This design comes from an exercise in tuning for small area, a short achievable clock period and few clock cycles per item on the open sky130 flow, not from production work. In this exercise RTL edits were held to simulation tests only and were not proved equivalent to the original. No activity file was given, so power comes from the tool's default toggle rates.

==> design/flow/design.v <==
`default_nettype none
package mdbp_pkg;
  localparam int BLOCK_BYTES     = 64;
  localparam int DATA_W          = 8;
  localparam int LANES           = 4;
  localparam int LANE_W          = 2;
  localparam int WORDS_PER_BLOCK = BLOCK_BYTES / LANES;
  localparam int WORD_IDX_W      = 4;
  localparam int FILL_W          = 6;
  localparam int COUNT_W         = 61;
  localparam int LEN_AT          = BLOCK_BYTES - 8;
  localparam int WORD_W          = DATA_W * LANES;
  localparam int OUT_TDATA_W     = 40;
  localparam logic [DATA_W-1:0]     PAD_MARK  = 8'h80;
  localparam logic [WORD_IDX_W-1:0] LAST_WORD = WORD_IDX_W'(WORDS_PER_BLOCK - 1);
  localparam logic [FILL_W-1:0]     LAST_BYTE = FILL_W'(BLOCK_BYTES - 1);
  typedef enum logic [1:0] {
    BLK_DATA,   
    BLK_PAD,    
    BLK_MARK,   
    BLK_LEN     
  } blk_t;
  typedef struct packed {
    logic                  wr;
    logic [WORD_IDX_W-1:0] rd_addr;
    logic                  load;
    logic [WORD_IDX_W-1:0] word_idx;
    blk_t                  blk;
    logic                  last;
    logic                  finish;
  } cmd_t;
  typedef struct packed {
    logic [FILL_W-1:0] fill;
  } sts_t;
endpackage
`default_nettype wire
`default_nettype none
module mdbp_ram #(
  parameter int WIDTH = 8,
  parameter int DEPTH = 16,
  localparam int AW = $clog2(DEPTH)
) (
  input  wire logic             clk,
  input  wire logic             we,
  input  wire logic [AW-1:0]    waddr,
  input  wire logic [WIDTH-1:0] wdata,
  input  wire logic [AW-1:0]    raddr,
  output logic      [WIDTH-1:0] rdata
);
  logic [WIDTH-1:0] mem [DEPTH];
  logic [WIDTH-1:0] rdata_r;
  always_ff @(posedge clk) begin
    if (we) begin
      mem[waddr] <= wdata;
    end
    rdata_r <= mem[raddr];
  end
  assign rdata = rdata_r;
endmodule
`default_nettype wire
`default_nettype none
module mdbp_dp (
  input  wire logic                             clk,
  input  wire logic                             rst_n,
  input  wire logic [mdbp_pkg::DATA_W-1:0]      in_byte,
  input  wire logic                             cfg_wr,
  input  wire logic                             cfg_bit,
  input  wire mdbp_pkg::cmd_t                   cmd,
  output mdbp_pkg::sts_t                        sts,
  output logic [mdbp_pkg::WORD_W-1:0]           word,
  output logic [mdbp_pkg::WORD_IDX_W-1:0]       word_idx,
  output logic                                  final_blk,
  output logic                                  last
);
  logic [mdbp_pkg::FILL_W-1:0]     fill_r;
  logic [mdbp_pkg::COUNT_W-1:0]    cnt_r;
  logic                            len_be_r;
  logic [mdbp_pkg::WORD_W-1:0]     word_r;
  logic [mdbp_pkg::WORD_IDX_W-1:0] idx_r;
  logic                            final_r;
  logic                            last_r;
  logic [mdbp_pkg::DATA_W-1:0]     lane_q [mdbp_pkg::LANES];
  logic [mdbp_pkg::WORD_W-1:0]     word_nxt;
  logic [mdbp_pkg::FILL_W:0]       lim;
  logic                            mark_en;
  logic                            len_en;
  logic [63:0]                     bits;
  for (genvar l = 0; l < mdbp_pkg::LANES; l++) begin : g_lane
    mdbp_ram #(
      .WIDTH(mdbp_pkg::DATA_W),
      .DEPTH(mdbp_pkg::WORDS_PER_BLOCK)
    ) u_ram (
      .clk  (clk),
      .we   (cmd.wr && (fill_r[mdbp_pkg::LANE_W-1:0] == mdbp_pkg::LANE_W'(l))),
      .waddr(fill_r[mdbp_pkg::FILL_W-1:mdbp_pkg::LANE_W]),
      .wdata(in_byte),
      .raddr(cmd.rd_addr),
      .rdata(lane_q[l])
    );
  end
  always_comb begin
    case (cmd.blk)
      mdbp_pkg::BLK_DATA: begin
        lim = (mdbp_pkg::FILL_W+1)'(mdbp_pkg::BLOCK_BYTES);
        mark_en = 1'b0;
        len_en = 1'b0;
      end
      mdbp_pkg::BLK_PAD: begin
        lim = {1'b0, fill_r};
        mark_en = 1'b1;
        len_en = 1'b1;
      end
      mdbp_pkg::BLK_MARK: begin
        lim = {1'b0, fill_r};
        mark_en = 1'b1;
        len_en = 1'b0;
      end
      default: begin
        lim = '0;
        mark_en = 1'b0;
        len_en = 1'b1;
      end
    endcase
  end
  assign bits = {cnt_r, 3'b000};
  always_comb begin
    logic [mdbp_pkg::FILL_W:0] pos;
    logic [2:0]                sel;
    for (int l = 0; l < mdbp_pkg::LANES; l++) begin
      pos = {1'b0, cmd.word_idx, mdbp_pkg::LANE_W'(l)};
      sel = {cmd.word_idx[0], mdbp_pkg::LANE_W'(l)};
      if (len_be_r) begin
        sel = ~sel;
      end
      if (pos < lim) begin
        word_nxt[l*mdbp_pkg::DATA_W +: mdbp_pkg::DATA_W] = lane_q[l];
      end else if (mark_en && (pos == lim)) begin
        word_nxt[l*mdbp_pkg::DATA_W +: mdbp_pkg::DATA_W] = mdbp_pkg::PAD_MARK;
      end else if (len_en && (pos >= (mdbp_pkg::FILL_W+1)'(mdbp_pkg::LEN_AT))) begin
        word_nxt[l*mdbp_pkg::DATA_W +: mdbp_pkg::DATA_W] = bits[{sel, 3'b000} +: 8];
      end else begin
        word_nxt[l*mdbp_pkg::DATA_W +: mdbp_pkg::DATA_W] = '0;
      end
    end
  end
  always_ff @(posedge clk) begin
    if (!rst_n) begin
      fill_r   <= '0;
      cnt_r    <= '0;
      len_be_r <= 1'b0;
    end else begin
      if (cfg_wr) begin
        len_be_r <= cfg_bit;
      end
      if (cmd.finish) begin
        fill_r <= '0;
        cnt_r  <= '0;
      end else if (cmd.wr) begin
        fill_r <= fill_r + 1'b1;
        cnt_r  <= cnt_r + 1'b1;
      end
    end
  end
  always_ff @(posedge clk) begin
    if (cmd.load) begin
      word_r  <= word_nxt;
      idx_r   <= cmd.word_idx;
      final_r <= len_en;
      last_r  <= cmd.last;
    end
  end
  assign sts.fill  = fill_r;
  assign word      = word_r;
  assign word_idx  = idx_r;
  assign final_blk = final_r;
  assign last      = last_r;
endmodule
`default_nettype wire
`default_nettype none
module mdbp_ctrl (
  input  wire logic           clk,
  input  wire logic           rst_n,
  input  wire logic           in_tvalid,
  input  wire logic           in_byte_valid,
  input  wire logic           in_eom,
  output logic                in_tready,
  output logic                out_tvalid,
  input  wire logic           out_tready,
  input  wire mdbp_pkg::sts_t sts,
  output mdbp_pkg::cmd_t      cmd
);
  typedef enum logic [1:0] {S_IDLE, S_READ, S_LOAD, S_SHOW} state_t;
  state_t                          st_r;
  logic [mdbp_pkg::WORD_IDX_W-1:0] w_r;
  mdbp_pkg::blk_t                  blk_r;
  logic                            eom_pend_r;
  logic                            accept;
  logic                            out_xfer;
  logic                            item_done;
  logic [mdbp_pkg::FILL_W:0]       fill_after;
  assign in_tready  = (st_r == S_IDLE);
  assign out_tvalid = (st_r == S_SHOW);
  assign accept     = in_tvalid && in_tready;
  assign out_xfer   = out_tvalid && out_tready;
  assign fill_after = {1'b0, sts.fill} + (mdbp_pkg::FILL_W+1)'(in_byte_valid);
  assign item_done = (blk_r == mdbp_pkg::BLK_PAD) || (blk_r == mdbp_pkg::BLK_LEN);
  assign cmd.wr       = accept && in_byte_valid;
  assign cmd.rd_addr  = (st_r == S_SHOW) ? w_r + 1'b1 : w_r;
  assign cmd.load     = (st_r == S_LOAD);
  assign cmd.word_idx = w_r;
  assign cmd.blk      = blk_r;
  assign cmd.last     = (w_r == mdbp_pkg::LAST_WORD) &&
                        (item_done || ((blk_r == mdbp_pkg::BLK_DATA) && !eom_pend_r));
  assign cmd.finish   = out_xfer && (w_r == mdbp_pkg::LAST_WORD) && item_done;
  always_ff @(posedge clk) begin
    if (!rst_n) begin
      st_r       <= S_IDLE;
      w_r        <= '0;
      blk_r      <= mdbp_pkg::BLK_DATA;
      eom_pend_r <= 1'b0;
    end else begin
      case (st_r)
        S_IDLE: begin
          w_r <= '0;
          if (accept) begin
            if (in_byte_valid && (sts.fill == mdbp_pkg::LAST_BYTE)) begin
              blk_r      <= mdbp_pkg::BLK_DATA;
              eom_pend_r <= in_eom;
              st_r       <= S_READ;
            end else if (in_eom) begin
              blk_r      <= (fill_after >= (mdbp_pkg::FILL_W+1)'(mdbp_pkg::LEN_AT)) ?
                            mdbp_pkg::BLK_MARK : mdbp_pkg::BLK_PAD;
              eom_pend_r <= 1'b0;
              st_r       <= S_READ;
            end
          end
        end
        S_READ: begin
          st_r <= S_LOAD;
        end
        S_LOAD: begin
          st_r <= S_SHOW;
        end
        S_SHOW: begin
          if (out_tready) begin
            w_r <= w_r + 1'b1;
            if (w_r != mdbp_pkg::LAST_WORD) begin
              st_r <= S_LOAD;
            end else begin
              case (blk_r)
                mdbp_pkg::BLK_DATA: begin
                  if (eom_pend_r) begin
                    blk_r      <= mdbp_pkg::BLK_PAD;
                    eom_pend_r <= 1'b0;
                    st_r       <= S_LOAD;
                  end else begin
                    st_r <= S_IDLE;
                  end
                end
                mdbp_pkg::BLK_MARK: begin
                  blk_r <= mdbp_pkg::BLK_LEN;
                  st_r  <= S_LOAD;
                end
                default: begin
                  st_r <= S_IDLE;
                end
              endcase
            end
          end
        end
        default: begin
          st_r <= S_IDLE;
        end
      endcase
    end
  end
endmodule
`default_nettype wire
`default_nettype none
module md_block_padder (
  input  wire logic        clk,
  input  wire logic        rst_n,
  input  wire logic        in_tvalid,
  output logic             in_tready,
  input  wire logic [7:0]  in_tdata,    
  input  wire logic [0:0]  in_tuser,    
  input  wire logic        in_tlast,    
  output logic             out_tvalid,
  input  wire logic        out_tready,
  output logic [39:0]      out_tdata,   
  output logic [0:0]       out_tuser,   
  output logic             out_tlast,   
  input  wire logic        cfg_valid,
  output logic             cfg_ready,
  input  wire logic [0:0]  cfg_data     
);
  mdbp_pkg::cmd_t                  cmd;
  mdbp_pkg::sts_t                  sts;
  logic [mdbp_pkg::WORD_W-1:0]     word;
  logic [mdbp_pkg::WORD_IDX_W-1:0] word_idx;
  logic                            final_blk;
  logic                            last;
  assign cfg_ready = 1'b1;
  mdbp_ctrl u_ctrl (
    .clk          (clk),
    .rst_n        (rst_n),
    .in_tvalid    (in_tvalid),
    .in_byte_valid(in_tuser[0]),
    .in_eom       (in_tlast),
    .in_tready    (in_tready),
    .out_tvalid   (out_tvalid),
    .out_tready   (out_tready),
    .sts          (sts),
    .cmd          (cmd)
  );
  mdbp_dp u_dp (
    .clk      (clk),
    .rst_n    (rst_n),
    .in_byte  (in_tdata),
    .cfg_wr   (cfg_valid && cfg_ready),
    .cfg_bit  (cfg_data[0]),
    .cmd      (cmd),
    .sts      (sts),
    .word     (word),
    .word_idx (word_idx),
    .final_blk(final_blk),
    .last     (last)
  );
  assign out_tdata = {(mdbp_pkg::OUT_TDATA_W - mdbp_pkg::WORD_W - mdbp_pkg::WORD_IDX_W)'(0),
                      word_idx, word};
  assign out_tuser = final_blk;
  assign out_tlast = last;
endmodule
`default_nettype wire
==> design/flow/run.sh <==
#!/bin/bash
# synth_recipe.tcl (not shown) runs the flow's synth.tcl, then flattens the netlist and writes it again
# the make line also repeats each setting of config.mk as NAME=value (left out here)
make -C /OpenROAD-flow-scripts/flow DESIGN_CONFIG=/design/flow/config.mk WORK_HOME=/design/flow/orfs CLKGATE_MAP_FILE= SYNTH_SCRIPT=/design/flow/synth_recipe.tcl finish
==> design/flow/config.mk <==
export PLATFORM = sky130hd
export DESIGN_NAME = md_block_padder
export DESIGN_NICKNAME = md_block_padder
export VERILOG_FILES = /design/flow/design.v
export SDC_FILE = /design/flow/constraint.sdc
export NUM_CORES = 4
export LEC_CHECK = 0
export CAP_MARGIN = 20
export CORE_MARGIN = 2
export CORE_UTILIZATION = 40
export SLEW_MARGIN = 20
==> design/flow/constraint.sdc <==
create_clock -name core_clock -period 5.0 [get_ports {clk}]
set_input_delay 1.0000 -clock core_clock [delete_from_list [all_inputs] [get_ports {clk}]]
set_output_delay 1.0000 -clock core_clock [all_outputs]
set_load 0.01 [all_outputs]
==> run notes <==
## power breakdown
part	total [mW]	leakage (nW)	switching (mW)	internal, mW
clock network	4.86	1.05	2.10	2.76
logic	1.43	2.65	0.824	0.603
registers	6.21	5.84	0.0820	6.13
total	12.5	9.54	3.01	9.49
## sequential cells by signal (all words and copies together) (netlist names)
signal,flops
u_ctrl.blk_r,2
u_ctrl.eom_pend_r,1
u_ctrl.st_r,2
u_ctrl.w_r,4
u_dp.cnt_r,61
u_dp.fill_r,6
u_dp.final_r,1
u_dp.g_lane.u_ram.mem,512
u_dp.g_lane.u_ram.rdata_r,32
u_dp.idx_r,4
u_dp.last_r,1
u_dp.len_be_r,1
u_dp.word_r,32
## cell families (layout without fill, tap and decap cells)
| kind of cell | after synthesis | count (layout) | synth area share [%] |
|---|---|---|---|
| simple gates | 402 | 402 | 7.40 |
| flops | 659 | 659 | 70.0 |
| compound gates | 187 | 187 | 4.57 |
| buf+inv | 112 | 220 | 1.81 |
| xor+xnor | 41 | 41 | 1.34 |
| fa+ha+maj | 23 | 23 | 1.08 |
| other cells | 2 | 5 | 0.0281 |
| mux | 173 | 173 | 13.8 |
## metal layers
layer	up-vias	global-route usage [%]	part of all wire, %
met4	0	6.34	2.5
met5	-	0	0
li1	6447	-	-
met2	597	30.7	47
met3	77	4.21	8.0
met1	7706	26.6	42
## through the flow
step	hold slack, ps	area (um^2)	setup slack (ps)	instances	util, %
final	507	30300	1380	2574	46.0
after detailed placement	506	28200	975	2450	42.7
after floorplan	435	26700	1310	1602	-
after global placement	495	28200	998	2450	42.7
after CTS	515	30300	1460	2574	46.0
after global routing	529	30300	1130	2574	46.0
## final cells by class
type | instances | area share (%)
Clock buffer | 86 | 6.00
Clock inverter | 38 | 1.01
Inverter | 18 | 0.223
Multi-Input combinational cell | 831 | 25.1
Sequential cell | 659 | 61.7
Tap cell | 864 | 3.57
Timing Repair Buffer | 78 | 2.44
## synth_stat cells, types with 5 or more instances
library cell	n	share of area, %
a21oi_1	43	0.81
and4_1	8	0.26
a22oi_1	64	1.8
nor2_1	130	1.8
dfxtp_1	109	8.2
or3_1	26	0.61
o21ai_0	42	0.79
xor2_1	14	0.46
nand2_1	93	1.3
nand4_1	20	0.47
clkbuf_1	60	0.84
mux2_2	12	0.51
a22o_1	14	0.46
nand3_1	43	0.81
xnor2_1	27	0.89
mux2i_1	7	0.26
ha_1	23	1.1
inv_1	18	0.25
nor3b_1	6	0.17
nor3_1	15	0.28
nor4_1	9	0.21
and3_1	12	0.28
edfxtp_1	550	62
nor2b_1	9	0.21
buf_1	21	0.30
or4_1	5	0.14
buf_4	6	0.17
mux4_2	154	13
## layout by cell type (no fill, tap or decap), types with 14 or more instances in the layout
cell type / synthesis / final
a21oi_1: 43 / 42
a22o_1: 14 / 14
a22oi_1: 64 / 64
buf_4: 6 / 28
clkbuf_1: 60 / 14
clkbuf_16: 0 / 69
clkdlybuf4s50_1: 1 / 47
clkinv_2: 0 / 14
dfxtp_1: 109 / 107
edfxtp_1: 550 / 550
ha_1: 23 / 21
inv_1: 18 / 18
mux4_2: 154 / 154
nand2_1: 93 / 93
nand3_1: 43 / 43
nand4_1: 20 / 20
nor2_1: 130 / 126
nor3_1: 15 / 15
o21ai_0: 42 / 42
or3_1: 26 / 26
xnor2_1: 27 / 27
xor2_1: 14 / 14
## worst paths after layout
kind,start,end,depth (start not counted)
max,u_ctrl.blk_r[0],u_dp.word_r[18],10
min,u_dp.cnt_r[60],u_dp.cnt_r[60],2
max reg2reg,u_ctrl.blk_r[0],u_dp.word_r[18],10
min reg2reg,u_dp.cnt_r[60],u_dp.cnt_r[60],2
## worst register-to-register path, cell delays in order, from the launching register on
cell	delay, ps
dfxtp_1	420
inv_1	100
ha_1	320
nor2b_1	360
nand2_1	110
ha_1	330
and4b_1	230
and3_1	310
nand3_1	520
and2_0	450
o21ai_0	280
==> out/qor.yml <==
outcome: "timing/DRC/antenna clean"
max-cap-violations: 0
area_growth_pct: 13.5
groute.usage.overall_pct: 19.3
synthArstFlopShare_pct: 0
rsz0062_at_grt: "no"
root_buffer: "clkbuf_16"
first_iter_violations: 1477
p_total_mw: 12.5
synth-edff-count: 550
grt_antenna_before_repair: 1
clkLatencyLatePin_ps: 610
io_buffer_count: 55
fmax_mhz: 277
ys_ff_latch: 659
drv_slew: 0
cts-resized-gates: 0
drc_errors: 0
place.gp.congestion: 0.828
cp-end-kind: "flip-flop"
layout.nets: 1695
tns_ps: 0
initial_utilization_pct: 40.5
critical_path.top_delay_family: "simple AND/OR/NAND/NOR gates"
wl_per_cell_um: 25.8
multi_input_area_um2: 7600
clock_sinks: 659
path_clk_slew_ps: 60
synth_ff_type: "edfxtp_1"
insertedDiodeCount: 0
slew-limit-headroom_pct: 32.5
cts_buffer_depth: 3
holdCritPathClass: "flip-flop to flip-flop"
holdBufCountCts: 0
finalSetupViolCount: 0
path_buf_inv: 1
r2r_setup_slack_ps: 1380
path_cells: "inv_1 -> ha_1 -> nor2b_1 -> nand2_1 -> ha_1 -> and4b_1 -> and3_1 -> nand3_1 -> and2_0 -> o21ai_0"
cts_buffers: 68
arrival_ps: 4030
netlist_area_um2: 26700
finClkSkew_ps: 29.9
peakVddDrop_v: 0.000234
num_rows: 94
crit_path_start_kind: "flip-flop"
final_antenna_net_count: 0
synth.yosys.warnings: 4
routed_wl_um: 66400
fin_crit_sh_pct: 72.3
min_period_ps: 3620
critPathRequiredTime_ps: 5410
ys_types: 64
dieArea_um2: 68800
slowest_stage: "nand3_1"
ioPinCount: 61
cp_slowest_stage_delay_ps: 510
layout-drive-gt1-share_pct: 18.9
synth_cells: 1599
tightestPinTransition_ps: 1000
ff_latch_area_um2: 18700
power_density_nw_per_um2: 412
cts_max_level: 3
grt_pass1_wl_um: 98600
finalHoldViolations: 0
grt_overflow: 0
via_per_inst: 5.76
fp.coreArea_um2: 66000
ys_seq_area_share_pct: 70.0
p_leak_nw: 9.54
vias: 14800
cp_max_fo: 16
die_x_um: 262
fp.dieH_um: 262
critPathKind: "flip-flop to flip-flop"
avgSynthCellArea_um2: 16.7
grt_pass1_vias: 14600
nFillCells: 5547
cts_tree: "yes"
cpMostUsedCell: "ha_1"
post_cts_buffers: 0
grt_max_degree: 65
firstDrtPassIters: 5
dpl.hpwl_um: 41100
Testbench counts, summed over its fixed seeds: cycles 58,030, bytes 33,373.

## afterwards: timing with drivers on the ports
How much do the figures lean on ideal ports? The routed layout below was timed once more, with nothing changed but the port constraints. Step 1, drivers: a clkbuf_16 drives clk and a buf_2 each remaining input, both assumed. Step 2 also shifts input and output timing later by t, the mid clock arrival at the registers, as if the neighbouring blocks saw the same clock. Slacks: ideal ports / drivers / drivers and shift; pairs: ideal ports / drivers.
t (ns): 0.664
setup WS [ns]: 1.384 / 1.384 / 0.928
worst slew at a driven data input, ns: 0.04
After both steps this run still meets setup and hold. For this run, drivers alone change the setup slack by 0.000 ns; drivers and shift together by -0.456 ns.
